From an optimization exercise on the open Yosys and OpenROAD flow, aimed at small area, a short achievable clock period and few clock cycles per item; shortcuts taken in it are not production practice. Where RTL was checked, it was by simulation tests only, not by an equivalence proof against the original. For runs 2, 4 and 5, only the layout was checked, not whether the RTL still works. Power is estimated from default activity; no workload was simulated.

$ cat config.mk
export PLATFORM = sky130hd
export DESIGN_NAME = vliwExecCore
export DESIGN_NICKNAME = vliwExecCore
export VERILOG_FILES = /design/flow/design.v
export SDC_FILE = /design/flow/constraint.sdc
export NUM_CORES = 4
export LEC_CHECK = 0
export CAP_MARGIN = 20
export CORE_MARGIN = 2
export CORE_UTILIZATION = 40
export CTS_BUF_LIST = sky130_fd_sc_hd__clkbuf_4 sky130_fd_sc_hd__clkbuf_8
export SETUP_SLACK_MARGIN = 1.2
export SLEW_MARGIN = 20
$ cat constraint.sdc
create_clock -name core_clock -period 4.0 [get_ports {clock_i}]
set_input_delay 0.8000 -clock core_clock [delete_from_list [all_inputs] [get_ports {clock_i}]]
set_output_delay 0.8000 -clock core_clock [all_outputs]
set_load 0.01 [all_outputs]
$ cat design.v
`default_nettype none
package isaPkg;
	localparam int DATA_W = 16;
	localparam int REG_ADDR_W = 5;
	localparam int OPCODE_W = 7;
	typedef enum logic [OPCODE_W-1:0] {
		OP_ADD = 7'd1,
		OP_SUB = 7'd2,
		OP_AND = 7'd3,
		OP_OR  = 7'd4,
		OP_XOR = 7'd5,
		OP_SHL = 7'd6,
		OP_SHR = 7'd7,
		OP_MOV = 7'd8
	} opcode_e;
	typedef logic [DATA_W-1:0] data_t;
	typedef logic [REG_ADDR_W-1:0] regAddr_t;
	typedef struct packed {
		logic overflow;
		logic underflow;
	} status_t;
endpackage
`default_nettype wire
`default_nettype none
package busPkg;
	localparam int BUNDLE_W = 90;
	localparam int COMMIT_W = 48;
	localparam int SLOT_W = 46;
	typedef struct packed {
		logic isWb;
		logic [7-1:0] opcode;
		logic [4:0] wbAddr;
		logic [15:0] pOperand;
		logic [15:0] sOperand;
	} laneOp_t;
	typedef struct packed {
		laneOp_t laneA;
		laneOp_t laneB;
	} bundle_t;
	typedef struct packed {
		logic [1:0] code;
		logic [4:0] wbAddr;
		logic [15:0] wbData;
	} slotHalf_t;
	typedef struct packed {
		slotHalf_t laneA;
		slotHalf_t laneB;
	} slot_t;
	typedef struct packed {
		logic wbValid;
		logic [4:0] wbAddr;
		logic [15:0] wbData;
		logic [1:0] status;
	} commitHalf_t;
	typedef struct packed {
		commitHalf_t laneA;
		commitHalf_t laneB;
	} commit_t;
endpackage
`default_nettype wire
`default_nettype none
module creditFifo #(
	parameter int DEPTH = 4,
	parameter int WIDTH = 1
) (
	input wire logic clock_i,
	input wire logic reset_i,
	input wire logic push_i,
	input wire logic [WIDTH-1:0] item_i,
	input wire logic pop_i,
	output logic [WIDTH-1:0] item_o
);
	localparam int PTR_W = (DEPTH > 1) ? $clog2(DEPTH) : 1;
	logic [WIDTH-1:0] mem [DEPTH];
	logic [PTR_W-1:0] rdPtr;
	logic [PTR_W-1:0] wrPtr;
	always_ff @(posedge clock_i)
	begin
		if (push_i)
		begin
			mem[wrPtr] <= item_i;
		end
	end
	assign item_o = mem[rdPtr];
	always_ff @(posedge clock_i)
	begin
		if (reset_i)
		begin
			rdPtr <= '0;
			wrPtr <= '0;
		end
		else
		begin
			if (push_i)
			begin
				wrPtr <= (wrPtr == PTR_W'(DEPTH - 1)) ? '0 : wrPtr + 1'b1;
			end
			if (pop_i)
			begin
				rdPtr <= (rdPtr == PTR_W'(DEPTH - 1)) ? '0 : rdPtr + 1'b1;
			end
		end
	end
endmodule
`default_nettype wire
`default_nettype none
module arithLane (
	input wire busPkg::laneOp_t op_i,
	input wire logic kill_i,
	output logic wbValid_o,
	output busPkg::slotHalf_t half_o
);
	logic [15:0] p;
	logic [15:0] s;
	logic isAdd, isSub, isAnd, isOr, isXor, isShl, isShr, isMov;
	logic legalOp;
	logic keep;
	logic [15:0] sx;
	logic [17:0] sumRaw;
	logic [16:0] sumWide;
	logic [15:0] shIn;
	logic [15:0] shOut;
	logic [15:0] shRev;
	assign p = op_i.pOperand;
	assign s = op_i.sOperand;
	assign isAdd = op_i.opcode == 7'd1;
	assign isSub = op_i.opcode == 7'd2;
	assign isAnd = op_i.opcode == 7'd3;
	assign isOr = op_i.opcode == 7'd4;
	assign isXor = op_i.opcode == 7'd5;
	assign isShl = op_i.opcode == 7'd6;
	assign isShr = op_i.opcode == 7'd7;
	assign isMov = op_i.opcode == 7'd8;
	assign legalOp = (op_i.opcode != 7'd0) && (op_i.opcode <= 7'd8);
	assign wbValid_o = op_i.isWb && legalOp;
	assign keep = wbValid_o && !kill_i;
	assign sx = op_i.opcode[1] ? ~s : s;
	assign sumRaw = {1'b0, p, 1'b1} + {1'b0, sx, op_i.opcode[1]};
	assign sumWide = sumRaw[17:1];
	always_comb
	begin
		for (int i = 0; i < 16; i++)
		begin
			shIn[i] = op_i.opcode[0] ? p[i] : p[15-i];
		end
	end
	assign shOut = shIn >> s[3:0];
	always_comb
	begin
		for (int i = 0; i < 16; i++)
		begin
			shRev[i] = shOut[15-i];
		end
	end
	assign half_o.wbAddr = keep ? op_i.wbAddr : 5'd0;
	assign half_o.wbData = ({16{keep && (isAdd || isSub)}} & sumWide[15:0])
		| ({16{keep && isAnd}} & (p & s))
		| ({16{keep && isOr}} & (p | s))
		| ({16{keep && isXor}} & (p ^ s))
		| ({16{keep && isShl}} & shRev)
		| ({16{keep && isShr}} & shOut)
		| ({16{keep && isMov}} & s);
	assign half_o.code[1] = keep && (isAdd || isSub) && (sumWide[16] ^ op_i.opcode[1]);
	assign half_o.code[0] = keep && !(isAdd && sumWide[16]);
endmodule
`default_nettype wire
`default_nettype none
module commitMerge (
	input wire busPkg::bundle_t bundle_i,
	output busPkg::slot_t slot_o
);
	logic wbA;
	logic wbB;
	logic sameDest;
	assign sameDest = wbA && wbB && (bundle_i.laneA.wbAddr == bundle_i.laneB.wbAddr);
	arithLane laneA (
		.op_i(bundle_i.laneA),
		.kill_i(sameDest),
		.wbValid_o(wbA),
		.half_o(slot_o.laneA)
	);
	arithLane laneB (
		.op_i(bundle_i.laneB),
		.kill_i(1'b0),
		.wbValid_o(wbB),
		.half_o(slot_o.laneB)
	);
endmodule
`default_nettype wire
`default_nettype none
module vliwExecCore #(
	parameter int BUNDLE_DEPTH = 4,
	parameter int COMMIT_CREDITS = 2
) (
	input wire logic clock_i,
	input wire logic reset_i,
	input wire logic bundleValid_i,
	input wire busPkg::bundle_t bundle_i,
	output wire logic bundleCredit_o,
	input wire logic commitCredit_i,
	output wire logic commitValid_o,
	output wire busPkg::commit_t commit_o
);
	localparam int CNT_W = $clog2(BUNDLE_DEPTH + 1);
	localparam int CREDIT_W = $clog2(COMMIT_CREDITS + 1);
	busPkg::slot_t newSlot;
	busPkg::slot_t headSlot;
	logic [CNT_W-1:0] count;
	logic [CNT_W-1:0] countNext;
	logic [CREDIT_W-1:0] credits;
	logic [CREDIT_W-1:0] creditsAvail;
	logic commitValid;
	logic commitNext;
	logic bundleCredit;
	commitMerge merger (
		.bundle_i(bundle_i),
		.slot_o(newSlot)
	);
	creditFifo #(
		.DEPTH(BUNDLE_DEPTH),
		.WIDTH(busPkg::SLOT_W)
	) recordQueue (
		.clock_i(clock_i),
		.reset_i(reset_i),
		.push_i(bundleValid_i),
		.item_i(newSlot),
		.pop_i(commitValid),
		.item_o(headSlot)
	);
	assign countNext = count - CNT_W'(commitValid) + CNT_W'(bundleValid_i);
	assign creditsAvail = credits + CREDIT_W'(commitCredit_i);
	assign commitNext = (creditsAvail != '0) && (countNext != '0);
	always_ff @(posedge clock_i)
	begin
		if (reset_i)
		begin
			count <= '0;
			credits <= CREDIT_W'(COMMIT_CREDITS);
			commitValid <= 1'b0;
			bundleCredit <= 1'b0;
		end
		else
		begin
			count <= countNext;
			credits <= creditsAvail - CREDIT_W'(commitNext);
			commitValid <= commitNext;
			bundleCredit <= commitNext;
		end
	end
	assign commitValid_o = commitValid;
	assign bundleCredit_o = bundleCredit;
	assign commit_o.laneA.wbValid = |headSlot.laneA.code;
	assign commit_o.laneA.wbAddr = headSlot.laneA.wbAddr;
	assign commit_o.laneA.wbData = headSlot.laneA.wbData;
	assign commit_o.laneA.status = {headSlot.laneA.code[1] & ~headSlot.laneA.code[0],
		headSlot.laneA.code[1] & headSlot.laneA.code[0]};
	assign commit_o.laneB.wbValid = |headSlot.laneB.code;
	assign commit_o.laneB.wbAddr = headSlot.laneB.wbAddr;
	assign commit_o.laneB.wbData = headSlot.laneB.wbData;
	assign commit_o.laneB.status = {headSlot.laneB.code[1] & ~headSlot.laneB.code[0],
		headSlot.laneB.code[1] & headSlot.laneB.code[0]};
endmodule
`default_nettype wire
$ cat flow/run.sh
#!/bin/bash
# Standard ORFS layout (the standard.sh, synthesis unchanged), with plain
# buffers on the ports instead of the default delay-cell buffers, plus the
# settings in flow/extra.env. Each tool's full output goes to its own log
# here; ORFS's per-step logs are under orfs/logs/.
set -euo pipefail
export BUFFER_PORTS_ARGS="-buffer_cell sky130_fd_sc_hd__buf_1"
if [[ -f flow/extra.env ]]; then
  set -a
  source flow/extra.env
  set +a
fi
bash standard.sh synth > synth.log 2>&1
bash standard.sh finish > layout.log 2>&1
$ cat standard.sh
#!/bin/bash
# synth_recipe.tcl (not shown) runs the flow's synth.tcl, then flattens the netlist and writes it again
# the make line also repeats each setting of config.mk as NAME=value (left out here)
make -C /OpenROAD-flow-scripts/flow DESIGN_CONFIG=/design/flow/config.mk WORK_HOME=/design/flow/orfs CLKGATE_MAP_FILE= SYNTH_SCRIPT=/design/flow/synth_recipe.tcl "${@:-finish}"
==> notes.md, run 1 <==
Yosys
Ranked by total cell area, the synthesized netlist is headed by sky130_fd_sc_hd__edfxtp_1, sky130_fd_sc_hd__mux4_2, sky130_fd_sc_hd__ha_1, sky130_fd_sc_hd__xor2_1, sky130_fd_sc_hd__inv_1. The number of different library cells in the post-synthesis netlist is 78. The synthesized netlist devotes 12.6% of its cell area to compound gates. The cell area that synthesis handed to floorplanning was 13800 um^2.

The instance count of the mapped netlist is 1162. Of all cell types, the one taking the most synthesized area is sky130_fd_sc_hd__edfxtp_1. The number of warnings reported in the yosys synthesis log is 3. The share of synthesized area spent on multiplexers is 16.6%. Counting flops with a built-in enable in the synthesized netlist gives 184.

The share of synthesized cell area in full adder, half adder and majority cells is 10.6%. The dominant combinational cell family by area after synthesis is multiplexers. The average cell area after synthesis is 11.8 um^2. Of the total synthesized cell area, the portion taken by AND, OR, NAND and NOR gates is 9.15%. The area share of the largest cell type after synthesis is 40.2%. The most frequently used flop master after synthesis is sky130_fd_sc_hd__edfxtp_1. The sequential cell area fraction in the yosys report is 41.9%. Synthesis produced a netlist with a net count of 1372. After synthesis the netlist holds a flip-flop and latch count of 196.

After Yosys synthesis, XOR and XNOR cells account for 4.52% of the synthesized area. The fraction of registers with async set or reset after synthesis is 0%.

Setup path
The worst setup path is launched from an input pin. The required time at the worst-slack endpoint is 4.18 ns. The register-to-register setup slack is 1.64 ns. STA classifies the critical path endpoint as a flip-flop. The endpoint identified for the worst register-to-register timing path is credits[1]$_SDFF_PP1_.

The most critical setup path has its startpoint at bundle_i[83]. The timing endpoint of the critical path is recordQueue.mem[0][37]$_DFFE_PP_. At the worst endpoint, the arrival time is 3.18 ns. The maximum net fanout on the critical path is 5. The startpoint-to-endpoint class of the critical path is in2reg.

The startpoint of the most critical register-to-register path is bundleCredit$_SDFF_PP0_. Measured in cells, the most critical reg-to-reg path has a length of 11.

Detailed routing
The count of antenna-violating nets left after detailed routing is 0. The detailed router finished its first iteration with 1072 violations. The first detailed-routing pass took 6 iterations. Summed over all layers, the routed wires come to 39900 um. In the final routed layout, each cell accounts on average for 21.9 um. The routed layout has 10700 vias. The number of vias per cell is 5.89. For this run, design rule violations remaining after detail routing come to 0.

Run status
The flow ran to the end and the layout has no timing, DRC or antenna violations.

Global routing
The total global-route track usage is 21.4%. For this run the aggregate overflow at the end of global routing stands at 0. The global-route wire length before repair is 59000 um. Entering global routing, the biggest net connects 47 pins. The via count of the first global-routing pass is 10100.

The number of antenna violations at the first check in global routing is 3.

CTS
Clock-pin slew was measured on the worst setup and hold paths at 0.10 ns. The number of buffers inserted by hold repair at cts is 0. Counting every sink on the clock net gives 196.

The worst-skew pair later-pin latency is 0.45 ns. Counting along the longest clock path gives a buffer depth of 2. The level count of the clock H-tree is 4. The root buffer cell chosen for the clock tree is sky130_fd_sc_hd__clkbuf_8. The number of buffers created by CTS is 17. TritonCTS built the clock tree.

Final layout
The fraction of final layout cells sized beyond drive strength 1 is 27.6%. The total inserted antenna cells is 0. The area added between synthesis and finish is 21.2%. The number of nets in the layout is 1569. The most frequent standard cell in the layout excluding fill and tap cells is sky130_fd_sc_hd__edfxtp_1.

Leaving out fill and tap cells, the most frequent cells in the layout are sky130_fd_sc_hd__edfxtp_1, sky130_fd_sc_hd__buf_1, sky130_fd_sc_hd__ha_1, sky130_fd_sc_hd__buf_4.

Timing
The slack of the critical path is 0.996 ns. The actual transition at the worst max-transition pin is 0.835 ns. The total count of max-transition violations in the final report was 0. Adding up every negative setup slack in the final design gives 0 ns. The worst-case headroom to the max-slew limit is 44.3%. Of the available clock period, the critical path in the final layout requires 75.1%. The worst path in the final design needs a cycle of 3.00 ns, including I/O delays and setup. The number of failing hold endpoints at the final stage is 0. Setup violations remaining at the end of the flow were counted as 0. Setup repair after global routing could not meet its margin everywhere. Derived from the worst setup path, the maximum achievable clock frequency is 333 MHz.

The setup skew after layout is 0.0142 ns.

Power and ir drop
Summed over all cells, the static leakage comes to 6.39 nW. The maximum VDD drop is 0.000215 V. Dividing total power by cell area gives a power density of 354 nW/um^2.

Die
In this run the horizontal extent of the chip is 189 um. Pin placement for this block handled 144 I/O pins. The area inside the core boundary is 33700 um^2. Once the floorplan was initialized, standard cells occupied 40.8% of the core. The floorplan has 67 rows. The die span in y is 189 um.

The floorplan die area is 35900 um^2.

Place
OpenSTA, run right after detailed placement, puts the worst setup slack at 0.178 ns. The final estimated routing congestion in global placement is 0.967. The half-perimeter wire length after placement is 28700 um. During placement, the flow inserted port buffers numbering 143.

Min path
The worst min-delay path class is reg2reg. The worst hold path was traced through 2 stages.

Run
The reported max-cap violation count is 0.
## stage by stage
step                util (%)  cell area [um^2]  std cells  hold slack (ns)  total power, mW
floorplan                  -             14100       1162            0.481             3.85
CTS                     47.4             16000       1797            0.530             5.78
detailed placement      45.0             15200       1741            0.501             4.47
finish                  49.5             16700       1819            0.522             5.90
global route            49.5             16700       1819            0.575             6.21
global placement        45.0             15200       1741            0.496             4.46
## synth_stat cells, types with 14 or more instances
cell                       count
sky130_fd_sc_hd__and2_1       19
sky130_fd_sc_hd__inv_1        86
sky130_fd_sc_hd__mux4_2       84
sky130_fd_sc_hd__nor3_1       26
sky130_fd_sc_hd__nor2_1       74
sky130_fd_sc_hd__xnor2_1      17
sky130_fd_sc_hd__o21ai_1      16
sky130_fd_sc_hd__clkbuf_1     40
sky130_fd_sc_hd__xor2_1       54
sky130_fd_sc_hd__nand2_1      61
sky130_fd_sc_hd__o21ai_0      27
sky130_fd_sc_hd__o211ai_1     14
sky130_fd_sc_hd__a222oi_1     15
sky130_fd_sc_hd__mux2i_1      29
sky130_fd_sc_hd__a21oi_1      48
sky130_fd_sc_hd__ha_1        115
sky130_fd_sc_hd__a22oi_1      14
sky130_fd_sc_hd__nand3_1      19
sky130_fd_sc_hd__edfxtp_1    184
## state kept, by name, indices dropped and copies added, names as in the netlist, named ones only
register and count:
recordQueue.mem 184, count 3, credits 2, recordQueue.rdPtr 2, recordQueue.wrPtr 2, bundleCredit 1
## power by group
group	switching, mW	total [mW]	internal [mW]
Combinational	1.28	2.37	1.09
Clock	0.703	1.15	0.447
Sequential	0.0458	2.38	2.34
Total	2.03	5.90	3.87
## what timing repair did
action | CTS | global route
endpoints found under the setup margin | 192 | 140
setup buffers | 23 | 20
gates resized for setup | 59 | 108
pin swaps | 26 | 48
gates cloned | 2 | 2
## how the worst min path moves through the flow
stage	slack (ns)	endpoint	start
final	0.52	count[2]$_SDFF_PP0_	count[2]$_SDFF_PP0_
after global routing	0.58	flip-flop	recordQueue.rdPtr[1]$_SDFFE_PP0P_
after CTS	0.53	count[2]$_SDFF_PP0_	count[2]$_SDFF_PP0_
after detailed placement	0.50	count[2]$_SDFF_PP0_	count[2]$_SDFF_PP0_
after global placement	0.50	count[2]$_SDFF_PP0_	count[2]$_SDFF_PP0_
after floorplan	0.48	count[2]$_SDFF_PP0_	count[2]$_SDFF_PP0_
## metal layers
layer / vias to the layer above / track usage (%) / share of wire, % / wire length, um
li1: 4868 / - / - / -
met3: 82 / 3.15 / 6.4 / 2570
met2: 411 / 32.2 / 45 / 17800
met1: 5341 / 31.7 / 46 / 18400
met4: 6 / 7.25 / 2.7 / 1080
met5: - / 0 / 0.10 / 41
## worst max-delay path, stage by stage
cell and delay, ns:
sky130_fd_sc_hd__clkbuf_16 0.15, sky130_fd_sc_hd__xor2_1 0.14, sky130_fd_sc_hd__ha_1 0.35, sky130_fd_sc_hd__and3_4 0.21
sky130_fd_sc_hd__a221oi_4 0.29, sky130_fd_sc_hd__a21oi_2 0.08, sky130_fd_sc_hd__o32a_1 0.38, sky130_fd_sc_hd__buf_6 0.16
sky130_fd_sc_hd__nand2_4 0.07, sky130_fd_sc_hd__nor4b_4 0.05, sky130_fd_sc_hd__a41o_1 0.23, sky130_fd_sc_hd__a211o_1 0.28
## cells by family (layout without fill, tap and decap cells)
logic type                 count (synthesis)  count (layout)
xor gates and xnor gates                  71              71
AOI/OAI and AO/OA                        244             244
DFF                                      196             196
and+or+nand+nor                          256             256
buffers and inverters                    157             366
muxes                                    122             122
adders and majority gates                116             116
## area by class of cell
| cell class | instances | area, um^2 |
|---|---|---|
| Clock buffer | 17 | 234 |
| Clock inverter | 14 | 121 |
| Fill cell | 2985 | 17000 |
| Inverter | 91 | 345 |
| Multi-Input combinational cell | 809 | 8090 |
| Sequential cell | 196 | 5770 |
| Tap cell | 448 | 561 |
| Timing Repair Buffer | 244 | 1550 |
Testbench counts, summed over its fixed seeds: cycles 4,247, items 3,200.
==> inputs of run 2 (changes only) <==
--- a/design.v
+++ b/design.v
@@ -119,5 +119,4 @@
 	logic [17:0] sumRaw;
 	logic [16:0] sumWide;
-	logic [15:0] shIn;
 	logic [15:0] shOut;
 	logic [15:0] shRev;
@@ -138,19 +137,6 @@
 	assign sumRaw = {1'b0, p, 1'b1} + {1'b0, sx, op_i.opcode[1]};
 	assign sumWide = sumRaw[17:1];
-	always_comb
-	begin
-		for (int i = 0; i < 16; i++)
-		begin
-			shIn[i] = op_i.opcode[0] ? p[i] : p[15-i];
-		end
-	end
-	assign shOut = shIn >> s[3:0];
-	always_comb
-	begin
-		for (int i = 0; i < 16; i++)
-		begin
-			shRev[i] = shOut[15-i];
-		end
-	end
+	assign shRev = p << s[3:0];
+	assign shOut = p >> s[3:0];
 	assign half_o.wbAddr = keep ? op_i.wbAddr : 5'd0;
 	assign half_o.wbData = ({16{keep && (isAdd || isSub)}} & sumWide[15:0])
==> run 2 against run 1 <==
Via count is 5.7% higher. Utilization is 1.5 points lower. Global-route usage is 0.51 points higher. Maximum frequency is 5.8% higher. Worst hold slack better by 0.012 ns. Largest power group unchanged. Count of clock-buffer cells in the layout is 1 higher. Synthesized cell count is 8.2% higher. First-iteration DRC count is 4.0% lower. Sequential share of layout area is 0.66 points lower. Area after synthesis is 4.0% higher. Critical endpoint is now recordQueue.mem[0][22]$_DFFE_PP_. Combinational power hardly changed. Final cell count is 4.9% higher.
==> notes.md, run 2 <==
Place
The final estimated routing congestion in global placement is 0.974 (+0.67%). The quantity of I/O buffers inserted on ports came to 143 (unchanged). The half-perimeter wire length after placement was 30100 um (+5.1%). The number of cells after detailed placement came to 1846 (+6.0%).

Setup path
The setup path with the least slack is of type in2reg. The family with the most delay on the worst path is compound AO/OA/AOI/OAI gates. The maximum net fanout on the critical path is 8 (+3). The critical path arrival is 3.05 ns (-0.13 ns). The slowest cell on the critical path is sky130_fd_sc_hd__a221o_1. The required time at the worst-slack endpoint is 4.21 ns (+0.03 ns).

The signal on the critical path passes through clkbuf_16, buf_6, xor2_2, ha_1, or2_2, a31oi_1, o31ai_4, a221o_1, xnor2_1, nor2_2. The launching element type of the critical path is an input pin. The largest stage delay on the critical path is 0.38 ns (about the same). The type of destination of the critical path is a flip-flop.

The buffers plus inverters on the worst setup path came to 2 (unchanged).

Detailed routing
The total length of routed wires is 41800 um (+4.8%). The via total after detailed routing came to 11300 (+5.7%). The number of vias per cell is 5.93 (+0.78%). The count of unresolved DRC violations after routing came to 0 (unchanged). The count of antenna-violating nets left after detailed routing is 0 (unchanged). The routed wirelength normalized by instance count is 21.9 um (about the same).

The violation count after the first detailed-route iteration came to 1029 (-4.0%). The total iterations of the first detailed-routing run is 8 (+2).

Final layout
From synthesis to final layout, the design area changed by 18.9%. The count of fill cells added during filler insertion is 3264 (+9.3%). The register bank with the most flops is recordQueue.mem. The number of nets in the layout is 1645 (+4.8%). The post-route non-filler standard cell count came to 1908 (+4.9%). The number of flip-flops under the largest register name is 184 (unchanged).

The largest registers in the layout are recordQueue.mem x184, count x3. The most frequent standard cell in the layout excluding fill and tap cells is sky130_fd_sc_hd__edfxtp_1. The fraction of final layout cells sized beyond drive strength 1 is 24.7% (-3.0 points). Leaving out fill and tap cells, the most frequent cells in the layout are sky130_fd_sc_hd__edfxtp_1, sky130_fd_sc_hd__buf_1, sky130_fd_sc_hd__ha_1, sky130_fd_sc_hd__nor2_1, sky130_fd_sc_hd__mux4_2.

Run
The reported max-cap violation count is 0 (unchanged).

Yosys
Ranked by total cell area, the synthesized netlist is headed by sky130_fd_sc_hd__edfxtp_1, sky130_fd_sc_hd__mux4_2, sky130_fd_sc_hd__ha_1, sky130_fd_sc_hd__xor2_1, sky130_fd_sc_hd__nor2_1. The fraction of registers with async set or reset after synthesis was 0% (unchanged). By instance count, the leading cell after synthesis is sky130_fd_sc_hd__edfxtp_1. The number of different library cells in the post-synthesis netlist came to 77 (-1.3%). The commonest cells after synthesis are sky130_fd_sc_hd__edfxtp_1, sky130_fd_sc_hd__ha_1, sky130_fd_sc_hd__nor2_1, sky130_fd_sc_hd__mux4_2, sky130_fd_sc_hd__inv_1. In the synthesized netlist the dominant register cell turns out to be sky130_fd_sc_hd__edfxtp_1. The number of nets produced by synthesis was 1469 (+7.1%). The synthesis-stage register bit count is 196 (unchanged). The sequential cell area fraction in the yosys report came to 40.3% (-1.6 points). The instance count of the mapped netlist came to 1257 (+8.2%).

The number of flops mapped to enable cells by yosys was 184 (unchanged). The biggest area contributor in the post-synthesis netlist is sky130_fd_sc_hd__edfxtp_1. The number of warnings reported in the yosys synthesis log is 2 (-1). The post-synthesis instance area is 14300 um^2 (+4.0%).

The average cell area after synthesis is 11.4 um^2 (-3.9%). The area share of the largest cell type after synthesis is 38.6% (-1.5 points).

Global routing
The number of antenna violations at the first check in global routing is 1 (-2). The via count of the first global-routing pass is 10800 (+7.2%). The overall overflow remaining after global route came to 0 (unchanged). The total global-route track usage is 21.9% (+0.51 points). The global-route wire length before repair is 62500 um (+5.9%).

The maximum number of pins on one net before global-route repair was 47 (unchanged).

Power and ir drop
The power per standard cell area was 354 nW/um^2 (+0.17%). The leakage power figure is 6.53 nW (+2.2%). The cell-internal power was 3.93 mW (+1.5%).

The fraction of power spent switching nets is 34.8% (+0.42 points). The clock share of power is 20.9% (+1.4 points). The power share of the sequential group is 39.7% (-0.7 points). The net switching power came to 2.10 mW (+3.4%). The maximum VDD drop is 0.000337 V (+57%).

The combinational share of power is 39.4% (-0.7 points). The power after layout is 6.03 mW (+2.1%).

Timing
The actual transition at the worst max-transition pin is 0.710 ns (-0.125 ns). The total count of max-transition violations in the final report came to 0 (unchanged). The peak clock frequency supported by timing is 352 MHz (+5.8%).

The number of setup violations in the final report came to 0 (unchanged). The setup skew after layout is 0.0224 ns (+0.00815 ns). Setup repair after global routing could not meet its margin everywhere. The number of failing hold endpoints at the final stage came to 0 (unchanged). The time the worst path needs with I/O delays and setup is 2.84 ns (-0.164 ns).

The worst-case headroom to the max-slew limit is 52.7% (+8.4 points). The final-layout setup total negative slack is 0 ns (unchanged). The final worst-path cycle share is 71.0% (-4.1 points).

Die
The number of ports placed on the die boundary is 144 (unchanged). The area inside the core boundary is 35400 um^2 (+5.0%). The number of standard-cell rows in the floorplan is 69 (+3.0%). The die boundary width came to 193 um (+1.9%). The initial core utilization is 40.4% (-0.41 points). The die span in y is 193 um (+1.9%). The floorplan die area came to 37300 um^2 (+3.9%).

CTS
The total clock sinks is 196 (unchanged). The buffer levels on the longest clock path was 2 (unchanged). The level count of the clock H-tree is 4 (unchanged). The worst-skew pair later-pin latency was 0.47 ns (+0.02 ns). The clock tree from TritonCTS is yes.

The clock slew at the register clock pins of the worst setup and hold paths came to 0.11 ns (about the same). The root buffer cell chosen for the clock tree is sky130_fd_sc_hd__clkbuf_8. The number of buffers created by CTS was 17 (unchanged).

Run status
The run finished with no timing, DRC or antenna violations.

Min path
The min-delay analysis places its worst path in the category reg2reg.
run 2: cell types whose count changed after synthesis, sizes merged, moves of 6 or more:
cell	before	now
nor2	76	110
o21ai	43	59
o221ai	13	5
a21oi	48	55
mux2	9	16
nand2b	6	13
or2	5	12
clkbuf	40	46
run 2: final cells by class:
class	instances	area [um^2]	area share [%]
tap	461	577	3.39
clock inverter	14	139	0.817
antenna	1	2.50	0.0147
multi-input combinational	903	8520	50.1
inverter	85	323	1.90
clock buffer	18	241	1.42
sequential	196	5770	34.0
timing repair buffer	230	1430	8.38
run 2: metal layers:
metal | wire [um] | track usage [%] | vias up
met5 | 0 | 0 | -
met4 | 897 | 6.09 | 0
met3 | 2920 | 3.64 | 59
met2 | 19500 | 34.8 | 442
met1 | 18600 | 31.1 | 5657
li1 | - | - | 5162
run 2: power by group through the flow:
stage          clock, mW  combinational (mW)  sequential [mW]
4_1_cts             1.30                2.20             2.41
3_3_place_gp           0                2.05             2.48
3_5_place_dp           0                2.06             2.49
2_1_floorplan          0                1.50             2.41
6_report            1.26                2.37             2.39
5_1_grt             1.38                2.59             2.41
run 2: logic make-up (layout without fill, tap and decap cells):
family | after synthesis | after routing | synth area share [%]
flip-flops | 196 | 196 | 40.3
other | 0 | 1 | 0
AND/OR/NAND/NOR | 305 | 305 | 10.3
XOR/XNOR | 68 | 68 | 4.16
AO/OA/AOI/OAI | 280 | 281 | 13.7
buffers and inverters | 159 | 347 | 4.37
multiplexers | 131 | 131 | 16.7
adder cells (fa/ha/maj) | 118 | 118 | 10.4
run 2: metrics by stage:
stage	hold WS [ns]	utilization, %	instance area (um^2)	setup WS, ns
floorplan	0.481	-	14800	0.659
global route	0.598	48.0	17000	1.08
detailed placement	0.509	44.7	15800	0.198
CTS	0.538	46.4	16400	1.19
finish	0.534	48.0	17000	1.16
global placement	0.496	44.7	15800	0.251
run 2: path summary, 6_finish.rpt:
check | start | endpoint | slack [ns] | cells past startpoint
worst max register to register | bundleCredit$_SDFF_PP0_ | credits[1]$_SDFF_PP1_ | 1.64 | 11
worst min-delay path | count[2]$_SDFF_PP0_ | count[2]$_SDFF_PP0_ | 0.53 | 2
worst max-delay path | bundle_i[38] | recordQueue.mem[0][22]$_DFFE_PP_ | 1.16 | 10
worst min register to register | count[2]$_SDFF_PP0_ | count[2]$_SDFF_PP0_ | 0.53 | 2
run 2: repair_timing:
item,4_1_cts,5_1_grt
endpoints found under the setup margin,169,147
pin swaps,8,25
cloned,1,3
gates resized for setup,31,81
setup buffers,6,19
hold buffers,0,0
run 2: tightest hold or removal path, delay by kind of cell, from the launching register on:
family	cells	cell delay, ns
DFF	1	0.34
xor gates and xnor gates	1	0.09
and+or+nand+nor	1	0.08
==> inputs of run 3 (changes only) <==
--- a/design.v
+++ b/design.v
@@ -117,6 +117,6 @@
 	logic keep;
 	logic [15:0] sx;
-	logic [17:0] sumRaw;
 	logic [16:0] sumWide;
+	logic [15:0] shIn;
 	logic [15:0] shOut;
 	logic [15:0] shRev;
@@ -134,9 +134,21 @@
 	assign wbValid_o = op_i.isWb && legalOp;
 	assign keep = wbValid_o && !kill_i;
-	assign sx = op_i.opcode[1] ? ~s : s;
-	assign sumRaw = {1'b0, p, 1'b1} + {1'b0, sx, op_i.opcode[1]};
-	assign sumWide = sumRaw[17:1];
-	assign shRev = p << s[3:0];
-	assign shOut = p >> s[3:0];
+	assign sx = isSub ? ~s : s;
+	assign sumWide = {1'b0, p} + {1'b0, sx} + {16'd0, isSub};
+	always_comb
+	begin
+		for (int i = 0; i < 16; i++)
+		begin
+			shIn[i] = isShl ? p[15-i] : p[i];
+		end
+	end
+	assign shOut = shIn >> s[3:0];
+	always_comb
+	begin
+		for (int i = 0; i < 16; i++)
+		begin
+			shRev[i] = shOut[15-i];
+		end
+	end
 	assign half_o.wbAddr = keep ? op_i.wbAddr : 5'd0;
 	assign half_o.wbData = ({16{keep && (isAdd || isSub)}} & sumWide[15:0])
@@ -147,5 +159,5 @@
 		| ({16{keep && isShr}} & shOut)
 		| ({16{keep && isMov}} & s);
-	assign half_o.code[1] = keep && (isAdd || isSub) && (sumWide[16] ^ op_i.opcode[1]);
+	assign half_o.code[1] = keep && ((isAdd && sumWide[16]) || (isSub && !sumWide[16]));
 	assign half_o.code[0] = keep && !(isAdd && sumWide[16]);
 endmodule
==> run.sh (new file) <==
#!/bin/bash
# synth_recipe.tcl (not shown) runs the flow's synth.tcl, then flattens the netlist and writes it again
# the make line also repeats each setting of config.mk as NAME=value (left out here)
make -C /OpenROAD-flow-scripts/flow DESIGN_CONFIG=/design/flow/config.mk WORK_HOME=/design/flow/orfs CLKGATE_MAP_FILE= SYNTH_SCRIPT=/design/flow/synth_recipe.tcl finish
--- a/config.mk
+++ b/config.mk
@@ -9,5 +9,3 @@
 export CORE_MARGIN = 2
 export CORE_UTILIZATION = 40
-export CTS_BUF_LIST = sky130_fd_sc_hd__clkbuf_4 sky130_fd_sc_hd__clkbuf_8
-export SETUP_SLACK_MARGIN = 1.2
 export SLEW_MARGIN = 20
removed: flow/run.sh
removed: standard.sh
==> run 3 against run 2 <==
Combinational power is 4% lower. Sequential share of layout area is 2.6 points lower. Critical path depth is 6 higher. Flip-flop and latch count stayed put. Clock skew is 0.015 ns lower. Final cell count is 4.8% higher. Global-route usage is 1.3 points higher. Clock power is 27% higher. Wire length is 0.80% higher. Critical endpoint is now recordQueue.mem[1][45]$_DFFE_PP_. Largest cell class unchanged.
==> notes.md, run 3 <==
Detailed routing
The number of vias per cell is 5.68 (-4.3%). The violation count after the first detailed-route iteration is 933 (-9.3%). The routed wirelength normalized by instance count is 21.1 um (-3.8%). The total iterations of the first detailed-routing run is 5 (-3). The count of antenna-violating nets left after detailed routing is 0 (unchanged).

The via total after detailed routing was 11400 (+0.34%). The count of unresolved DRC violations after routing is 0 (unchanged). The total length of routed wires is 42200 um (+0.80%).

Final layout
More flip-flops sit in one register than any other, and that register is recordQueue.mem. The largest registers in the layout are recordQueue.mem x184, count x3. The area added between synthesis and finish is 31.5%.

The post-route non-filler standard cell count is 2000 (+4.8%). The count of fill cells added during filler insertion was 3064 (-6.1%). The number of nets in the layout is 1736 (+5.5%). The number of flip-flops under the largest register name was 184 (unchanged). In the layout the commonest cells are sky130_fd_sc_hd__buf_4, sky130_fd_sc_hd__edfxtp_1, sky130_fd_sc_hd__clkdlybuf4s50_1, sky130_fd_sc_hd__ha_1, sky130_fd_sc_hd__mux4_2. The fraction of final layout cells sized beyond drive strength 1 is 27.9% (+3.2 points).

The most frequent standard cell in the layout excluding fill and tap cells is sky130_fd_sc_hd__buf_4. The final cell utilization of the core was 53.4% (+5.3 points).

Power and ir drop
The leakage power figure was 7.23 nW (+11%). The power after layout was 6.31 mW (+4.7%). The power per standard cell area was 343 nW/um^2 (-3.2%). The maximum VDD drop was 0.000298 V (-12%).

Die
The number of standard-cell rows in the floorplan is 68 (-1.4%). The number of ports placed on the die boundary is 144 (unchanged). The initial core utilization was 40.6% (+0.16 points). The floorplan die area is 36500 um^2 (-2.2%). The die span in y is 191 um (-1.1%). The area inside the core boundary is 34500 um^2 (-2.7%). The die boundary width is 191 um (-1.1%).

Setup path
The critical path arrival was 4.24 ns (+1.19 ns). The depth of the worst register-to-register path was 9 (-2). Walking the worst path, the cells encountered are buf_6, or4_4, nor2_4, and2_4, buf_6, xnor2_2, ha_1, a211oi_2, o211ai_1, buf_4, a2111oi_4, o31ai_4, a31o_2, mux2i_1, nor4_2, buf_4. The total number of cells along the worst setup path is 16 (+6). The largest stage delay on the critical path is 0.56 ns (+0.18 ns). The worst setup path is launched from an input pin. The startpoint-to-endpoint class of the critical path is in2reg. The register-to-register setup slack is 1.71 ns (+0.07 ns). The required time at the worst-slack endpoint is 4.31 ns (+0.10 ns). The buffers plus inverters on the worst setup path is 4 (+2). The type of destination of the critical path is a flip-flop. The slowest cell on the critical path is sky130_fd_sc_hd__or4_4. The maximum net fanout on the critical path came to 6 (-2). The family with the most delay on the worst path is compound AO/OA/AOI/OAI gates.

Timing
The number of setup violations in the final report is 0 (unchanged). The final hold slack is 0.542 ns (+0.00759 ns). The final worst-path cycle share is 98.5% (+27 points). The number of failing hold endpoints at the final stage is 0 (unchanged). The worst-case headroom to the max-slew limit came to 44.2% (-8.4 points).

The setup skew after layout is 0.00757 ns (-0.0148 ns). The time the worst path needs with I/O delays and setup is 3.94 ns (+1.10 ns). The actual transition at the worst max-transition pin is 0.833 ns (+0.124 ns). The total count of max-transition violations in the final report is 0 (unchanged). The peak clock frequency supported by timing is 254 MHz (-28%). Setup repair after global routing could not meet its margin everywhere.

Yosys
The number of different library cells in the post-synthesis netlist is 92 (+19%). After synthesis, the most frequently instantiated cells are sky130_fd_sc_hd__edfxtp_1, sky130_fd_sc_hd__ha_1, sky130_fd_sc_hd__mux4_2, sky130_fd_sc_hd__nand2_1, sky130_fd_sc_hd__inv_1. The most frequently used flop master after synthesis is sky130_fd_sc_hd__edfxtp_1. The number of flops mapped to enable cells by yosys is 184 (unchanged). The average cell area after synthesis was 11.8 um^2 (+3.6%).

The sequential cell area fraction in the yosys report was 41.3% (+0.93 points). The synthesis-stage register bit count came to 196 (unchanged). The number of warnings reported in the yosys synthesis log came to 3 (+1). The area share of the largest cell type after synthesis is 39.5% (+0.90 points). The number of nets produced by synthesis is 1392 (-5.2%). The fraction of registers with async set or reset after synthesis was 0% (unchanged). Of all cell types, the one taking the most synthesized area is sky130_fd_sc_hd__edfxtp_1. The post-synthesis instance area came to 14000 um^2 (-2.3%). The instance count of the mapped netlist is 1186 (-5.6%). After synthesis, the cell types taking the most area are sky130_fd_sc_hd__edfxtp_1, sky130_fd_sc_hd__mux4_2, sky130_fd_sc_hd__ha_1, sky130_fd_sc_hd__xnor2_1, sky130_fd_sc_hd__mux2i_1. The library cell with the highest instance count after synthesis is sky130_fd_sc_hd__edfxtp_1.

CTS
The number of buffers created by CTS is 17 (unchanged). The tree is rooted in a sky130_fd_sc_hd__clkbuf_16. The total clock sinks came to 196 (unchanged). The number of buffers inserted by hold repair at cts is 0 (unchanged).

The worst-skew pair later-pin latency is 0.43 ns (-0.04 ns). TritonCTS built the clock tree. The level count of the clock H-tree is 4 (unchanged). The clock slew at the register clock pins of the worst setup and hold paths is 0.08 ns (-0.03 ns).

The buffer levels on the longest clock path is 2 (unchanged).

Global routing
The via count of the first global-routing pass is 11300 (+4.3%). The total global-route track usage is 23.3% (+1.3 points). The maximum number of pins on one net before global-route repair was 25 (-47%).

The global-route wire length before repair is 65100 um (+4.3%). The number of antenna violations at the first check in global routing was 2 (+1). The overall overflow remaining after global route is 0 (unchanged).

Place
The quantity of I/O buffers inserted on ports is 143 (unchanged). The final estimated routing congestion in global placement is 0.970 (-0.37%). The half-perimeter wire length after placement is 32900 um (+9.3%). The number of cells after detailed placement came to 1952 (+5.7%).

Run
The reported max-cap violation count is 0 (unchanged).

Min path
The worst hold path depth is 2 (unchanged). The worst min-delay path class is reg2reg.

Run status
The run finished with no timing, DRC or antenna violations.
[run 3: final timing paths]
| check | startpoint | endpoint |
|---|---|---|
| worst max-delay path | bundle_i[85] | recordQueue.mem[1][45]$_DFFE_PP_ |
| worst max register to register | bundleCredit$_SDFF_PP0_ | credits[1]$_SDFF_PP1_ |
| worst min register to register | recordQueue.rdPtr[1]$_SDFFE_PP0P_ | flip-flop |
| worst min-delay path | recordQueue.rdPtr[1]$_SDFFE_PP0P_ | flip-flop |
[run 3: area by class of cell]
class	instances	area (um^2)	share of cell area, %
clock buffer	17	425	2.31
inverter	78	293	1.59
clock inverter	15	144	0.783
sequential	196	5770	31.4
antenna	2	5.00	0.0272
tap	455	569	3.10
timing repair buffer	389	3340	18.2
multi-input combinational	848	7840	42.6
[run 3: cells by family after synthesis]
family | Yosys count | synth area share (%)
AOI/OAI and AO/OA | 266 | 13.8
xor gates and xnor gates | 66 | 4.14
buffers and inverters | 142 | 4.41
adders and majority gates | 112 | 10.2
and+or+nand+nor | 287 | 10.6
muxes | 117 | 15.6
DFF | 196 | 41.3
[run 3: what timing repair did]
| item | 4_1_cts | 5_1_grt |
|---|---|---|
| buffers inserted | 8 | 7 |
| pin swaps | 12 | 15 |
| cloned | 0 | 0 |
| resized for setup | 18 | 30 |
| endpoints found under the setup margin | 32 | 88 |
[run 3: layer usage]
metal	vias to the layer above	wire, um	global-route usage (%)	part of all wire (%)
met5	-	0	0	0
met4	0	820	6.29	1.9
met3	59	2920	3.86	6.9
met2	451	18400	34.8	44
met1	5542	20100	34.9	48
li1	5307	-	-	-
[run 3: tightest hold or removal path, cell delays in order, from the launching register on]
cell and delay [ns]:
sky130_fd_sc_hd__dfxtp_1 0.32, sky130_fd_sc_hd__mux2i_1 0.12, sky130_fd_sc_hd__nor2_1 0.07
[run 3: report_power, final]
| group | leakage (nW) | total [mW] | switching [mW] | internal [mW] |
|---|---|---|---|---|
| registers | 1.95 | 2.43 | 0.0993 | 2.33 |
| clock network | 0.272 | 1.60 | 0.775 | 0.825 |
| logic | 5.01 | 2.27 | 1.04 | 1.24 |
| total | 7.23 | 6.31 | 1.91 | 4.40 |
[run 3: per-stage QoR]
stage | setup TNS [ns] | worst slack [ns] | instance area, um^2
finish | 0 | 0.0611 | 18400
global route | -0.337 | -0.0766 | 18400
CTS | 0 | 0.0344 | 18200
detailed placement | -48.06 | -0.819 | 17500
global placement | -40.99 | -0.747 | 17500
floorplan | -2.33 | -0.268 | 14100
Testbench counts of run 3, summed over its fixed seeds: cycles 4,247, items 3,200.
==> inputs of run 4 (changes only) <==
--- a/design.v
+++ b/design.v
@@ -113,9 +113,15 @@
 	logic [15:0] p;
 	logic [15:0] s;
-	logic isAdd, isSub, isAnd, isOr, isXor, isShl, isShr, isMov;
+	logic [3:0] opLo;
 	logic legalOp;
 	logic keep;
-	logic [15:0] sx;
-	logic [16:0] sumWide;
+	logic selArith, selAnd, selOr, selXor, selShl, selShr, selMov;
+	logic sub;
+	logic [15:0] andPs;
+	logic [15:0] xorPs;
+	logic [15:0] gen;
+	logic [15:0] prop;
+	logic [16:0] carry;
+	logic [15:0] sum;
 	logic [15:0] shIn;
 	logic [15:0] shOut;
@@ -123,22 +129,46 @@
 	assign p = op_i.pOperand;
 	assign s = op_i.sOperand;
-	assign isAdd = op_i.opcode == 7'd1;
-	assign isSub = op_i.opcode == 7'd2;
-	assign isAnd = op_i.opcode == 7'd3;
-	assign isOr = op_i.opcode == 7'd4;
-	assign isXor = op_i.opcode == 7'd5;
-	assign isShl = op_i.opcode == 7'd6;
-	assign isShr = op_i.opcode == 7'd7;
-	assign isMov = op_i.opcode == 7'd8;
-	assign legalOp = (op_i.opcode != 7'd0) && (op_i.opcode <= 7'd8);
+	assign opLo = op_i.opcode[3:0];
+	assign legalOp = (op_i.opcode[6:4] == 3'd0) && (opLo != 4'd0)
+		&& (!opLo[3] || (opLo[2:0] == 3'd0));
 	assign wbValid_o = op_i.isWb && legalOp;
 	assign keep = wbValid_o && !kill_i;
-	assign sx = isSub ? ~s : s;
-	assign sumWide = {1'b0, p} + {1'b0, sx} + {16'd0, isSub};
+	assign selArith = keep && (opLo == 4'd1 || opLo == 4'd2);
+	assign selAnd = keep && (opLo == 4'd3);
+	assign selOr = keep && (opLo == 4'd4);
+	assign selXor = keep && (opLo == 4'd5);
+	assign selShl = keep && (opLo == 4'd6);
+	assign selShr = keep && (opLo == 4'd7);
+	assign selMov = keep && (opLo == 4'd8);
+	assign sub = opLo[1];
+	assign andPs = p & s;
+	assign xorPs = p ^ s;
+	assign gen = sub ? (p & ~s) : andPs;
+	assign prop = sub ? ~xorPs : xorPs;
 	always_comb
 	begin
+		logic [16:0] g;
+		logic [16:0] t;
+		g = {gen, sub};
+		t = {prop, 1'b0};
+		for (int l = 0; l < 5; l++)
+		begin
+			for (int i = 16; i >= 0; i--)
+			begin
+				if (((i >> l) & 1) == 1)
+				begin
+					g[i] = g[i] | (t[i] & g[((i >> l) << l) - 1]);
+					t[i] = t[i] & t[((i >> l) << l) - 1];
+				end
+			end
+		end
+		carry = g;
+	end
+	assign sum = prop ^ carry[15:0];
+	always_comb
+	begin
 		for (int i = 0; i < 16; i++)
 		begin
-			shIn[i] = isShl ? p[15-i] : p[i];
+			shIn[i] = opLo[0] ? p[i] : p[15-i];
 		end
 	end
@@ -152,13 +182,13 @@
 	end
 	assign half_o.wbAddr = keep ? op_i.wbAddr : 5'd0;
-	assign half_o.wbData = ({16{keep && (isAdd || isSub)}} & sumWide[15:0])
-		| ({16{keep && isAnd}} & (p & s))
-		| ({16{keep && isOr}} & (p | s))
-		| ({16{keep && isXor}} & (p ^ s))
-		| ({16{keep && isShl}} & shRev)
-		| ({16{keep && isShr}} & shOut)
-		| ({16{keep && isMov}} & s);
-	assign half_o.code[1] = keep && ((isAdd && sumWide[16]) || (isSub && !sumWide[16]));
-	assign half_o.code[0] = keep && !(isAdd && sumWide[16]);
+	assign half_o.wbData = ({16{selArith}} & sum)
+		| ({16{selAnd}} & andPs)
+		| ({16{selOr}} & (andPs | xorPs))
+		| ({16{selXor}} & xorPs)
+		| ({16{selShl}} & shRev)
+		| ({16{selShr}} & shOut)
+		| ({16{selMov}} & s);
+	assign half_o.code[1] = selArith && (carry[16] ^ sub);
+	assign half_o.code[0] = keep && !(selArith && !sub && carry[16]);
 endmodule
 `default_nettype wire
==> run 4 against run 3 <==
Flip-flop and latch count unchanged. Utilization down 0.63 points. Area after synthesis down 2.3%. First-iteration DRC count down 21%. Largest cell class unchanged. Non-clock buffer count down 33. Maximum frequency up 1.3%. Global-route usage down 1.9 points. Sequential share of layout area up 1.2 points.
==> notes.md, run 4 <==
Run status
The flow ran to the end and the layout has no timing, DRC or antenna violations.

Global routing
The met2 track demand over resource in global routing was 34.3% (-0.49 points). The met1 track demand over resource is 31.0% (-3.9 points). The global routing usage on met3 was 2.57% (-1.3 points).

The via count of the first global-routing pass is 10800 (-4.4%). The global-route wire length before repair was 59700 um (-8.3%). The most used routing layer is met2. The maximum number of pins on one net before global-route repair is 38 (+52%).

The total global-route track usage is 21.4% (-1.9 points). The number of antenna violations at the first check in global routing is 2 (unchanged). The overall overflow remaining after global route is 0 (unchanged).

Setup path
The required time at the worst-slack endpoint is 4.13 ns (-0.18 ns). The startpoint-to-endpoint class of the critical path is in2reg. The slowest cell on the critical path is sky130_fd_sc_hd__clkdlybuf4s50_1.

The largest stage delay on the critical path came to 0.53 ns (-0.03 ns). The type of destination of the critical path is a flip-flop. The critical path goes through clkdlybuf4s50_1, inv_1, ha_1, a2111o_1, and4_4, o31ai_4, a31o_4, and3_1, a2111oi_4, o21ai_1, ha_2, a222oi_1, o211ai_1. The critical path arrival came to 4.02 ns (-0.22 ns). Broken down by cell family, the worst path's largest delay share belongs to compound AO/OA/AOI/OAI gates. The maximum net fanout on the critical path is 4 (-2).

The buffers plus inverters on the worst setup path is 2 (-2). The worst setup path is launched from an input pin.

Yosys
The fraction of registers with async set or reset after synthesis was 0% (unchanged). The share of synthesized area spent on multiplexers is 15.2% (-0.42 points). The simple-gate portion of the synthesized area is 10.5% (-0.083 points). The share of synthesized cell area in full adder, half adder and majority cells is 10.3% (+0.13 points).

The area share of the largest cell type after synthesis is 40.5% (+0.92 points). The synthesized-area fraction occupied by ao, oa, aoi and oai cells is 14.1% (+0.30 points). The post-synthesis instance area is 13700 um^2 (-2.3%). The number of different library cells in the post-synthesis netlist is 85 (-7.6%).

The instance count of the mapped netlist is 1187 (+0.084%). The library cell with the highest instance count after synthesis is sky130_fd_sc_hd__edfxtp_1. The average cell area after synthesis was 11.5 um^2 (-2.4%). The dominant combinational cell family by area after synthesis is multiplexers. The most frequently used flop master after synthesis is sky130_fd_sc_hd__edfxtp_1. Ranked by instance count, the synthesized netlist is headed by sky130_fd_sc_hd__edfxtp_1, sky130_fd_sc_hd__nor2_1, sky130_fd_sc_hd__ha_1, sky130_fd_sc_hd__inv_1, sky130_fd_sc_hd__mux4_2. The sequential cell area fraction in the yosys report is 42.2% (+0.96 points). The parity-gate share of the synthesized area counting xor and xnor cells was 2.57% (-1.6 points). The synthesis-stage register bit count is 196 (unchanged). The number of nets produced by synthesis is 1393 (+0.072%).

The number of warnings reported in the yosys synthesis log is 3 (unchanged). The number of flops mapped to enable cells by yosys is 184 (unchanged). Summed over all instances, the cell type with the most area after synthesis is sky130_fd_sc_hd__edfxtp_1. After synthesis, the cell types taking the most area are sky130_fd_sc_hd__edfxtp_1, sky130_fd_sc_hd__mux4_2, sky130_fd_sc_hd__ha_1, sky130_fd_sc_hd__nor2_1, sky130_fd_sc_hd__inv_1.

Power and ir drop
The combinational share of power is 36.0% (about the same). The cell-internal power is 4.40 mW (+0.14%). The net switching power is 1.87 mW (-1.9%). The clock share of power came to 25.3% (about the same). The power after layout is 6.28 mW (-0.48%). The leakage power figure came to 7.04 nW (-2.6%). The fraction of power spent switching nets is 29.8% (-0.44 points).

The power per standard cell area was 354 nW/um^2 (+3.2%). The power share of the sequential group is 38.8% (+0.2 points). The maximum VDD drop is 0.000319 V (+7.0%).

CTS
The clock slew at the register clock pins of the worst setup and hold paths is 0.07 ns (about the same). The number of buffers inserted by hold repair at cts was 0 (unchanged). The number of buffers created by CTS was 17 (unchanged).

TritonCTS built the clock tree. The clock root buffer is sky130_fd_sc_hd__clkbuf_16. The total clock sinks is 196 (unchanged).

The buffer levels on the longest clock path was 2 (unchanged). The level count of the clock H-tree came to 4 (unchanged). The worst-skew pair later-pin latency came to 0.43 ns (about the same).

Detailed routing
The count of unresolved DRC violations after routing is 0 (unchanged). The routed wirelength normalized by instance count is 19.5 um (-7.3%). The violation count after the first detailed-route iteration is 739 (-21%).

The via total after detailed routing is 10900 (-4.4%). The total length of routed wires is 38200 um (-9.5%). The total iterations of the first detailed-routing run is 5 (unchanged).

The number of vias per cell is 5.57 (-2.0%). The count of antenna-violating nets left after detailed routing is 0 (unchanged).

Timing
The actual transition at the worst max-transition pin came to 1.06 ns (+0.227 ns). The total count of max-transition violations in the final report came to 0 (unchanged). The peak clock frequency supported by timing came to 257 MHz (+1.3%). The worst-case headroom to the max-slew limit came to 28.4% (-16 points). The setup skew after layout came to 0.00966 ns (+0.00210 ns).

The final worst-path cycle share is 97.2% (-1.2 points). The number of failing hold endpoints at the final stage came to 0 (unchanged). The time the worst path needs with I/O delays and setup was 3.89 ns (-0.0499 ns).

The number of setup violations in the final report is 0 (unchanged).

Final layout
The final cell utilization of the core came to 52.7% (-0.63 points). The fraction of final layout cells sized beyond drive strength 1 came to 25.8% (-2.1 points). The register bank with the most flops is recordQueue.mem. The design area is 17700 um^2 (-3.6%). The number of nets in the layout is 1695 (-2.4%). The largest registers in the layout are recordQueue.mem x184, count x3. The number of flip-flops under the largest register name was 184 (unchanged). In the layout the commonest cells are sky130_fd_sc_hd__buf_4, sky130_fd_sc_hd__edfxtp_1, sky130_fd_sc_hd__clkdlybuf4s50_1, sky130_fd_sc_hd__nor2_1, sky130_fd_sc_hd__ha_1. The most frequent standard cell in the layout excluding fill and tap cells is sky130_fd_sc_hd__buf_4. The post-route non-filler standard cell count is 1952 (-2.4%). The area added between synthesis and finish is 29.8%.

Place
The number of cells after detailed placement is 1915 (-1.9%). The quantity of I/O buffers inserted on ports is 143 (unchanged). The final estimated routing congestion in global placement was 0.919 (-5.3%). The half-perimeter wire length after placement is 29100 um (-12%). The post-detailed-placement cell area is 17000 um^2 (-2.9%).

Min path
The min-delay analysis places its worst path in the category reg2reg.

Die
The number of ports placed on the die boundary came to 144 (unchanged). The initial core utilization is 40.6% (+0.067 points). The area inside the core boundary came to 33600 um^2 (-2.4%).

The die span in y is 189 um (-1.1%). The number of standard-cell rows in the floorplan came to 67 (-1.5%). The die boundary width was 189 um (-1.1%). The floorplan die area is 35600 um^2 (-2.2%).

Run
The reported max-cap violation count is 0 (unchanged).
## run 4: changes by cell type after synthesis, sizes merged, moves of 8 or more
| cell | before | now |
|---|---|---|
| xnor2 | 47 | 20 |
| buf | 27 | 42 |
| o211ai | 22 | 14 |
| inv | 77 | 93 |
| a221o | 16 | 2 |
| o21ai | 43 | 64 |
| a21oi | 50 | 37 |
| a221oi | 21 | 32 |
| nor2 | 70 | 116 |
| nand2 | 75 | 53 |
| o31ai | 4 | 12 |
| mux2i | 31 | 21 |
## run 4: logic make-up after synthesis
kind of cell	after synthesis
multiplexers	108
XOR/XNOR	40
AO/OA/AOI/OAI	271
buffers and inverters	168
adder cells (fa/ha/maj)	112
AND/OR/NAND/NOR	292
flip-flops	196
## run 4: per-stage QoR
step / setup TNS, ns / hold slack, ns / setup slack [ns]
floorplan: 0 / 0.481 / 0.0108
global placement: -11.04 / 0.503 / -0.476
detailed placement: -14.89 / 0.508 / -0.592
CTS: 0 / 0.529 / 0.0371
global route: -0.0710 / 0.555 / -0.0119
finish: 0 / 0.522 / 0.111
## run 4: path summary, 6_finish.rpt
check                     startpoint                               end  slack (ns)  cells past startpoint
min reg2reg      count[2]$_SDFF_PP0_               count[2]$_SDFF_PP0_        0.52                      2
min              count[2]$_SDFF_PP0_               count[2]$_SDFF_PP0_        0.52                      2
max reg2reg  bundleCredit$_SDFF_PP0_             credits[1]$_SDFF_PP1_        1.62                     11
max                     bundle_i[17]  recordQueue.mem[1][15]$_DFFE_PP_        0.11                     13
## run 4: repair_timing
item | in CTS | in global routing
resized for setup | 4 | 22
pin swaps | 2 | 14
endpoints found under the hold margin | 0 | 0
setup buffers | 0 | 3
setup endpoints to repair | 8 | 28
## run 4: power by group through the flow
stage                     Combinational (mW)  Sequential, mW  Clock [mW]
after floorplan                         1.31            2.41           0
after global placement                  2.22            2.48           0
after detailed placement                2.24            2.48           0
after CTS                               2.26            2.44        1.62
after global routing                    2.45            2.45        1.70
final                                   2.26            2.43        1.59
## run 4: worst reg2reg max path, delay by kind of cell, from the launching register on
family / cells / cell delay, ns
AOI/OAI and AO/OA: 1 / 0.14
buffers and inverters: 2 / 0.10
xor gates and xnor gates: 3 / 0.51
adders and majority gates: 4 / 1.02
and+or+nand+nor: 1 / 0.06
DFF: 1 / 0.44
## run 4: routing by layer
metal | vias to the layer above | wire length, um
met5 | - | 0
met4 | 0 | 731
met3 | 40 | 1930
li1 | 5140 | -
met1 | 5337 | 18200
met2 | 347 | 17300
## run 4: layout make-up
type / count / area [um^2]
timing repair buffer: 356 / 3150
sequential: 196 / 5770
clock buffer: 20 / 447
clock inverter: 12 / 105
fill: 2954 / 15900
tap: 448 / 561
antenna: 2 / 5.00
multi-input combinational: 823 / 7330
inverter: 95 / 357
==> inputs of run 5 (changes only) <==
--- a/design.v
+++ b/design.v
@@ -116,15 +116,14 @@
 	logic legalOp;
 	logic keep;
-	logic selArith, selAnd, selOr, selXor, selShl, selShr, selMov;
+	logic isArith;
+	logic isShift;
 	logic sub;
-	logic [15:0] andPs;
-	logic [15:0] xorPs;
-	logic [15:0] gen;
-	logic [15:0] prop;
-	logic [16:0] carry;
-	logic [15:0] sum;
+	logic [3:0] table4;
+	logic [15:0] logicRes;
+	logic [15:0] sx;
+	logic [16:0] sumWide;
 	logic [15:0] shIn;
 	logic [15:0] shOut;
-	logic [15:0] shRev;
+	logic [15:0] shRes;
 	assign p = op_i.pOperand;
 	assign s = op_i.sOperand;
@@ -134,36 +133,32 @@
 	assign wbValid_o = op_i.isWb && legalOp;
 	assign keep = wbValid_o && !kill_i;
-	assign selArith = keep && (opLo == 4'd1 || opLo == 4'd2);
-	assign selAnd = keep && (opLo == 4'd3);
-	assign selOr = keep && (opLo == 4'd4);
-	assign selXor = keep && (opLo == 4'd5);
-	assign selShl = keep && (opLo == 4'd6);
-	assign selShr = keep && (opLo == 4'd7);
-	assign selMov = keep && (opLo == 4'd8);
+	assign isArith = keep && (opLo == 4'd1 || opLo == 4'd2);
+	assign isShift = keep && (opLo == 4'd6 || opLo == 4'd7);
+	always_comb
+	begin
+		case (opLo)
+			4'd1: table4 = 4'b0110;
+			4'd2: table4 = 4'b1001;
+			4'd3: table4 = 4'b1000;
+			4'd4: table4 = 4'b1110;
+			4'd5: table4 = 4'b0110;
+			4'd8: table4 = 4'b1010;
+			default: table4 = 4'b0000;
+		endcase
+		if (!keep)
+		begin
+			table4 = 4'b0000;
+		end
+	end
+	always_comb
+	begin
+		for (int i = 0; i < 16; i++)
+		begin
+			logicRes[i] = table4[{p[i], s[i]}];
+		end
+	end
 	assign sub = opLo[1];
-	assign andPs = p & s;
-	assign xorPs = p ^ s;
-	assign gen = sub ? (p & ~s) : andPs;
-	assign prop = sub ? ~xorPs : xorPs;
-	always_comb
-	begin
-		logic [16:0] g;
-		logic [16:0] t;
-		g = {gen, sub};
-		t = {prop, 1'b0};
-		for (int l = 0; l < 5; l++)
-		begin
-			for (int i = 16; i >= 0; i--)
-			begin
-				if (((i >> l) & 1) == 1)
-				begin
-					g[i] = g[i] | (t[i] & g[((i >> l) << l) - 1]);
-					t[i] = t[i] & t[((i >> l) << l) - 1];
-				end
-			end
-		end
-		carry = g;
-	end
-	assign sum = prop ^ carry[15:0];
+	assign sx = sub ? ~s : s;
+	assign sumWide = ({1'b0, p, 1'b1} + {1'b0, sx, sub}) >> 1;
 	always_comb
 	begin
@@ -178,17 +173,12 @@
 		for (int i = 0; i < 16; i++)
 		begin
-			shRev[i] = shOut[15-i];
-		end
-	end
+			shRes[i] = opLo[0] ? shOut[i] : shOut[15-i];
+		end
+	end
+	assign half_o.wbData = isShift ? shRes
+		: (logicRes ^ ({16{isArith}} & (sumWide[15:0] ^ p ^ sx)));
 	assign half_o.wbAddr = keep ? op_i.wbAddr : 5'd0;
-	assign half_o.wbData = ({16{selArith}} & sum)
-		| ({16{selAnd}} & andPs)
-		| ({16{selOr}} & (andPs | xorPs))
-		| ({16{selXor}} & xorPs)
-		| ({16{selShl}} & shRev)
-		| ({16{selShr}} & shOut)
-		| ({16{selMov}} & s);
-	assign half_o.code[1] = selArith && (carry[16] ^ sub);
-	assign half_o.code[0] = keep && !(selArith && !sub && carry[16]);
+	assign half_o.code[1] = isArith && (sumWide[16] ^ sub);
+	assign half_o.code[0] = keep && !(isArith && !sub && sumWide[16]);
 endmodule
 `default_nettype wire
==> flow/run.sh (new file) <==
#!/bin/bash
# Standard ORFS layout (the standard.sh, synthesis unchanged), with plain
# buffers on the ports instead of the default delay-cell buffers, plus the
# settings in flow/extra.env. Each tool's full output goes to its own log
# here; ORFS's per-step logs are under orfs/logs/.
set -euo pipefail
export BUFFER_PORTS_ARGS="-buffer_cell sky130_fd_sc_hd__buf_1"
if [[ -f flow/extra.env ]]; then
  set -a
  source flow/extra.env
  set +a
fi
bash standard.sh synth > synth.log 2>&1
bash standard.sh finish > layout.log 2>&1
==> standard.sh (new file) <==
#!/bin/bash
# synth_recipe.tcl (not shown) runs the flow's synth.tcl, then flattens the netlist and writes it again
# the make line also repeats each setting of config.mk as NAME=value (left out here)
make -C /OpenROAD-flow-scripts/flow DESIGN_CONFIG=/design/flow/config.mk WORK_HOME=/design/flow/orfs CLKGATE_MAP_FILE= SYNTH_SCRIPT=/design/flow/synth_recipe.tcl "${@:-finish}"
--- a/config.mk
+++ b/config.mk
@@ -9,3 +9,5 @@
 export CORE_MARGIN = 2
 export CORE_UTILIZATION = 40
+export CTS_BUF_LIST = sky130_fd_sc_hd__clkbuf_4 sky130_fd_sc_hd__clkbuf_8
+export SETUP_SLACK_MARGIN = 1.2
 export SLEW_MARGIN = 20
removed: run.sh
==> run 5 against run 4 <==
Still clean. Highest routed layer is now met5. Design area grew 1.3%. Register-to-register slack better by 0.12 ns. Wire length is 3.1% higher. Utilization is 0.85 points lower. Final cell count down 5.1%. Die area rose by 3.0%. Largest cell class unchanged. First-iteration DRC count is 41% higher. Worst setup slack gained 0.78 ns. Non-clock buffer count decreased by 87.
==> notes.md, run 5 <==
Setup path
The worst setup path is launched from an input pin. The critical path arrival is 3.32 ns (-0.70 ns). The required time at the worst-slack endpoint is 4.21 ns (+0.08 ns).

Yosys
By area the synthesized netlist is led by sky130_fd_sc_hd__edfxtp_1, sky130_fd_sc_hd__mux4_2, sky130_fd_sc_hd__xnor2_1, sky130_fd_sc_hd__ha_1, sky130_fd_sc_hd__xor2_1. The fraction of registers with async set or reset after synthesis was 0% (unchanged). By count the netlist is led by sky130_fd_sc_hd__edfxtp_1, sky130_fd_sc_hd__mux4_2, sky130_fd_sc_hd__nor2_1, sky130_fd_sc_hd__xnor2_1. The instance count of the mapped netlist is 1182 (-0.42%).

The most frequently used flop master after synthesis is sky130_fd_sc_hd__edfxtp_1. The number of flops mapped to enable cells by yosys is 184 (unchanged). The number of nets produced by synthesis is 1330 (-4.5%).

The area share of the largest cell type after synthesis is 39.3% (-1.2 points).

CTS
The buffer levels on the longest clock path is 2 (unchanged). The level count of the clock H-tree came to 4 (unchanged). The total clock sinks is 196 (unchanged). The clock slew at the register clock pins of the worst setup and hold paths is 0.11 ns (+0.04 ns).

Place
The post-detailed-placement cell area is 15700 um^2 (-8.0%). The quantity of I/O buffers inserted on ports was 143 (unchanged). The setup slack at placement was 0.249 ns (+0.840 ns).

Global routing
The via count of the first global-routing pass was 10300 (-4.2%). The number of antenna violations at the first check in global routing is 1 (-1). The total global-route track usage is 21.3% (-0.088 points). The maximum number of pins on one net before global-route repair is 51 (+34%). The global-route wire length before repair was 59300 um (-0.72%).

Final layout
The multi-input combinational cell area is 9240 um^2 (+26%). The number of flip-flops under the largest register name is 184 (unchanged). The number of nets in the layout is 1532 (-9.6%). The largest registers in the layout are recordQueue.mem x184, count x3.

Power and ir drop
The maximum VDD drop is 0.000324 V (+1.5%). The power per standard cell area was 353 nW/um^2 (-0.45%).

Timing
The peak clock frequency supported by timing is 322 MHz (+25%). The time the worst path needs with I/O delays and setup was 3.11 ns (-0.780 ns). The setup skew after layout was 0.0175 ns (+0.00779 ns).

The number of setup violations in the final report is 0 (unchanged). The number of failing hold endpoints at the final stage came to 0 (unchanged). The final-layout setup total negative slack was 0 ns (unchanged). The actual transition at the worst max-transition pin is 0.737 ns (-0.324 ns).

Die
The die boundary width is 192 um (+1.5%). The area inside the core boundary is 34600 um^2 (+3.0%). The die span in y came to 192 um (+1.5%). The initial core utilization is 40.6% (about the same).

The number of ports placed on the die boundary is 144 (unchanged). The floorplan die area was 36700 um^2 (+3.0%).

Run
The reported max-cap violation count came to 0 (unchanged).

Detailed routing
The via total after detailed routing is 10600 (-2.1%). The count of unresolved DRC violations after routing came to 0 (unchanged). The total length of routed wires is 39300 um (+3.1%). The violation count after the first detailed-route iteration came to 1040 (+41%). The routed wirelength normalized by instance count was 21.2 um (+8.7%).

Run status
The run finished with no timing, DRC or antenna violations.
[run 5: routing by layer]
layer | global-route usage [%] | routed length, um | up-vias
met5 | 0 | 13 | -
met4 | 4.38 | 465 | 2
met3 | 2.99 | 2510 | 39
met2 | 34.8 | 18800 | 378
met1 | 30.5 | 17600 | 5314
li1 | - | - | 4898
[run 5: logic make-up (layout without fill, tap and decap cells)]
family / after synthesis / count (layout)
multiplexers: 160 / 160
flip-flops: 196 / 196
XOR/XNOR: 157 / 157
adder cells (fa/ha/maj): 54 / 54
AO/OA/AOI/OAI: 212 / 212
AND/OR/NAND/NOR: 292 / 292
buffers and inverters: 111 / 326
[run 5: through the flow]
stage / power [mW] / instances / hold WS (ns)
floorplan: 4.11 / 1182 / 0.492
global placement: 4.72 / 1748 / 0.525
CTS: 6.24 / 1835 / 0.537
detailed placement: 4.74 / 1748 / 0.524
finish: 6.33 / 1852 / 0.539
global route: 6.69 / 1852 / 0.588
[run 5: final cells by class]
type	instances	share of cell area, %
Multi-Input combinational cell	875	51.4
Sequential cell	196	32.1
Timing Repair Buffer	269	10.5
Tap cell	455	3.17
Clock buffer	17	1.30
Clock inverter	15	0.871
Inverter	25	0.578
[run 5: worst paths after layout]
check	startpoint	end	slack, ns	cells past startpoint
setup / recovery	bundle_i[38]	recordQueue.mem[0][15]$_DFFE_PP_	0.89	13
hold reg to reg	recordQueue.rdPtr[1]$_SDFFE_PP0P_	flip-flop	0.54	2
setup reg to reg	bundleCredit$_SDFF_PP0_	credits[1]$_SDFF_PP1_	1.74	10
hold / removal	recordQueue.rdPtr[1]$_SDFFE_PP0P_	flip-flop	0.54	2
[run 5: critical path, stage by stage]
cell and delay [ns]:
sky130_fd_sc_hd__clkbuf_16 0.12, sky130_fd_sc_hd__buf_12 0.14, sky130_fd_sc_hd__buf_4 0.15, sky130_fd_sc_hd__xor2_2 0.20
sky130_fd_sc_hd__ha_4 0.32, sky130_fd_sc_hd__nand2_2 0.07, sky130_fd_sc_hd__nor2_2 0.10, sky130_fd_sc_hd__and3_4 0.20
sky130_fd_sc_hd__a221oi_4 0.07, sky130_fd_sc_hd__o31a_1 0.29, sky130_fd_sc_hd__a311o_1 0.31, sky130_fd_sc_hd__a2111oi_4 0.41
sky130_fd_sc_hd__o21ai_2 0.13
[run 5: power by group through the flow]
| stage | combinational (mW) | sequential [mW] | clock (mW) |
|---|---|---|---|
| floorplan | 1.70 | 2.42 | 0 |
| detailed placement | 2.23 | 2.51 | 0 |
| global route | 2.95 | 2.40 | 1.33 |
| finish | 2.72 | 2.39 | 1.22 |
| global placement | 2.21 | 2.50 | 0 |
| CTS | 2.58 | 2.39 | 1.27 |
[run 5: what timing repair did]
item	CTS	global route
setup endpoints to repair	163	151
resized for setup	141	85
cloned	3	1
buffers inserted	52	16
pin swaps	48	48

[static timing again, ports no longer ideal]
Ports are ideal in the flow. The routed layouts listed here were re-timed in OpenROAD.
Step 1, drivers: a clkbuf_16 drives clock_i and a buf_2 each remaining input, both assumed.
Step 2 also shifts input and output timing later by t, the mid clock arrival at the registers, as if the neighbouring blocks saw the same clock.
a / b / c = ideal ports / drivers / drivers and shift; a / b = the first two.
| run | t, ns | setup slack, ns |
|---|---|---|
| run 1 | 0.480 | 0.996 / 0.932 / 0.452 |
| run 2 | 0.503 | 1.160 / 1.116 / 0.613 |
| run 3 | 0.470 | 0.061 / 0.075 / -0.395 |
| run 4 | 0.466 | 0.111 / 0.131 / -0.335 |
| run 5 | 0.492 | 0.891 / 0.890 / 0.398 |
With both steps, setup timing fails in run 3 and run 4, where it was met with ideal ports.
